Source: an optimization exercise on an open RTL-to-GDS flow (aim: small area, a short achievable clock period and few clock cycles). Production flows keep margins and buffers that such runs may drop. RTL that was checked went through simulation tests only; none was proved equivalent to the original.

## 04-07
Design least_squares_slope_core, start of the top module:
module least_squares_slope_core (
    input  logic                                   clk,
    input  logic                                   rst_n,
    input  logic                                   start,
    output logic                                   busy,
    input  logic signed [lss_pkg::SAMPLE_BITS-1:0] x_value,
    input  logic signed [lss_pkg::SAMPLE_BITS-1:0] y_value,
    input  logic                                   last_pair,
    output logic                                   done,
    output logic signed [lss_pkg::OUT_W-1:0]       slope,
    output logic                                   no_spread,
    output logic                                   saturated,
    output logic                                   overflowed,
    output logic [lss_pkg::CNT_W-1:0]              pair_count
);
==> flow/config.mk <==
export PLATFORM = sky130hd
export DESIGN_NAME = least_squares_slope_core
export DESIGN_NICKNAME = least_squares_slope_core
export VERILOG_FILES = /design/flow/design.v
export SDC_FILE = /design/flow/constraint.sdc
export NUM_CORES = 4
export LEC_CHECK = 0
export CAP_MARGIN = 20
export CORE_MARGIN = 2
export CORE_UTILIZATION = 65
export PLACE_DENSITY = 0.8
export SLEW_MARGIN = 20
==> flow/constraint.sdc <==
create_clock -name core_clock -period 11.0 [get_ports {clk}]
set_input_delay 2.2000 -clock core_clock [delete_from_list [all_inputs] [get_ports {clk}]]
set_output_delay 2.2000 -clock core_clock [all_outputs]
set_load 0.01 [all_outputs]
standard.sh (not shown) runs the stock make flow with config.mk's settings and CLKGATE_MAP_FILE= SYNTH_SCRIPT=/design/flow/synth_recipe.tcl, a recipe that flattens the netlist after the stock synthesis.
==> flow/flow/run.sh <==
#!/bin/bash
# standard layout, with timing repair aiming further below the clock period
set -euo pipefail
export SETUP_SLACK_MARGIN=6.5
bash standard.sh > flow.log 2>&1
04-07 closes out successfully: all stages finished, all timing, DRC and antenna checks passed.
## Diff of input files: 06-10 against 04-07
-- flow/design.v --
<<< 04-07, line 157
    assign {z0, z1} = csa(w0, w1, w2);
    assign {s, c}   = csa(z0, z1, w3);
endmodule
module lss_add_ks #(
    parameter int W = 8
) (
    input  logic [W-1:0] a,
    input  logic [W-1:0] b,
    input  logic         ci,
    output logic [W-1:0] s
);
    always_comb
    begin
        logic [W-1:0] p;
        logic [W-1:0] gg;
        logic [W-1:0] pp;
        p  = a ^ b;
        gg = a & b;
        pp = p;
        gg[0] = gg[0] | (p[0] & ci);
        for (int l = 0; (1 << l) < W; l++)
        begin
            for (int i = W - 1; i >= (1 << l); i--)
            begin
                gg[i] = gg[i] | (pp[i] & gg[i - (1 << l)]);
                pp[i] = pp[i] & pp[i - (1 << l)];
            end
        end
        s = p ^ {gg[W-2:0], ci};
    end
endmodule
module least_squares_slope_core (
>>> 06-10, line 157
    assign {z0, z1} = csa(w0, w1, w2);
    assign {s, c}   = csa(z0, z1, w3);
endmodule
module least_squares_slope_core (
<<< 04-07, line 414
    logic [NW-1:0] base_num, a_num, b_num, cs_num, cc_num, num_nx;
    logic [DW-1:0] base_den, a_den, b_den, cs_den, cc_den, den_nx;
    always_comb
    begin
>>> 06-10, line 386
    logic [NW-1:0] base_num, a_num, b_num, cs_num, cc_num, num_nx;
    logic [DW-1:0] base_den, a_den, b_den, cs_den, cc_den, den_nx;
    logic          unused_num, unused_den;
    always_comb
    begin
<<< 04-07, line 435
        cc_den = {((base_den & a_den) | (base_den & b_den) | (a_den & b_den)), 1'b0};
    end
    lss_add_ks #(.W(NW)) u_anum (.a(cs_num), .b(cc_num), .ci(1'b0), .s(num_nx));
    lss_add_ks #(.W(DW)) u_aden (.a(cs_den), .b(cc_den), .ci(1'b0), .s(den_nx));
    always_ff @(posedge clk)
    begin
>>> 06-10, line 408
        cc_den = {((base_den & a_den) | (base_den & b_den) | (a_den & b_den)), 1'b0};
    end
    lss_add #(.W(NW)) u_anum (.a(cs_num), .b(cc_num), .ci(1'b0), .s(num_nx), .co(unused_num));
    lss_add #(.W(DW)) u_aden (.a(cs_den), .b(cc_den), .ci(1'b0), .s(den_nx), .co(unused_den));
    always_ff @(posedge clk)
    begin
==> run summary <==
Compared with 04-07, 06-10 has extra setup slack. Comparing 06-10 and 04-07, total placed instance area is higher on 04-07. 06-10 vs 04-07 — fraction of standard cell area that is sequential rose 0.75 points. Compared to 04-07, 06-10 has number of clock buffers in the layout 15 lower. Count of buffers not belonging to the clock network in the layout, 06-10 and 04-07, higher one = 04-07. Of the two values seen for highest routed metal layer, met4 was produced by 04-07 and met5 by 06-10. Measured against each other, 06-10 and 04-07 differ in net count after synthesis, the higher figure coming from 04-07. Wire length shrinks by a few percent when moving from 04-07 to 06-10. Summed area of non-filler cells in the final layout, 06-10 and 04-07, lower one = 06-10.
Testbench counts of 06-10, summed over its fixed seeds: cycles 26,290.
The RTL of 04-07 was laid out without a check of its function.

-- what the ideal ports hide --
Ports are ideal in the flow. The routed layouts listed here were re-timed in OpenROAD. Step 1 assumes that a clkbuf_16 drives the clock port and a buf_2 every other input. Step 2, shift: input delay + t, output delay - t, t = (earliest + latest rising clock arrival at the registers) / 2. This alone moves slack from input paths to output paths. Three values: ideal, step 1, step 2; two values: the first two.
| run | shift t [ns] | slack for setup (ns) | worst setup path at the end | pins driven straight from the clock port |
|---|---|---|---|---|
| 04-07 | 0.732 | 6.182 / 6.182 / 6.057 | input to register | 1 |
| 06-10 | 0.732 | 6.386 / 6.386 / 6.386 | register to register | 1 |
After both steps setup and hold are still met in every run listed. The setup slack of 04-07, which loses most, moves by 0.000 ns with the drivers and by -0.125 ns with both steps.
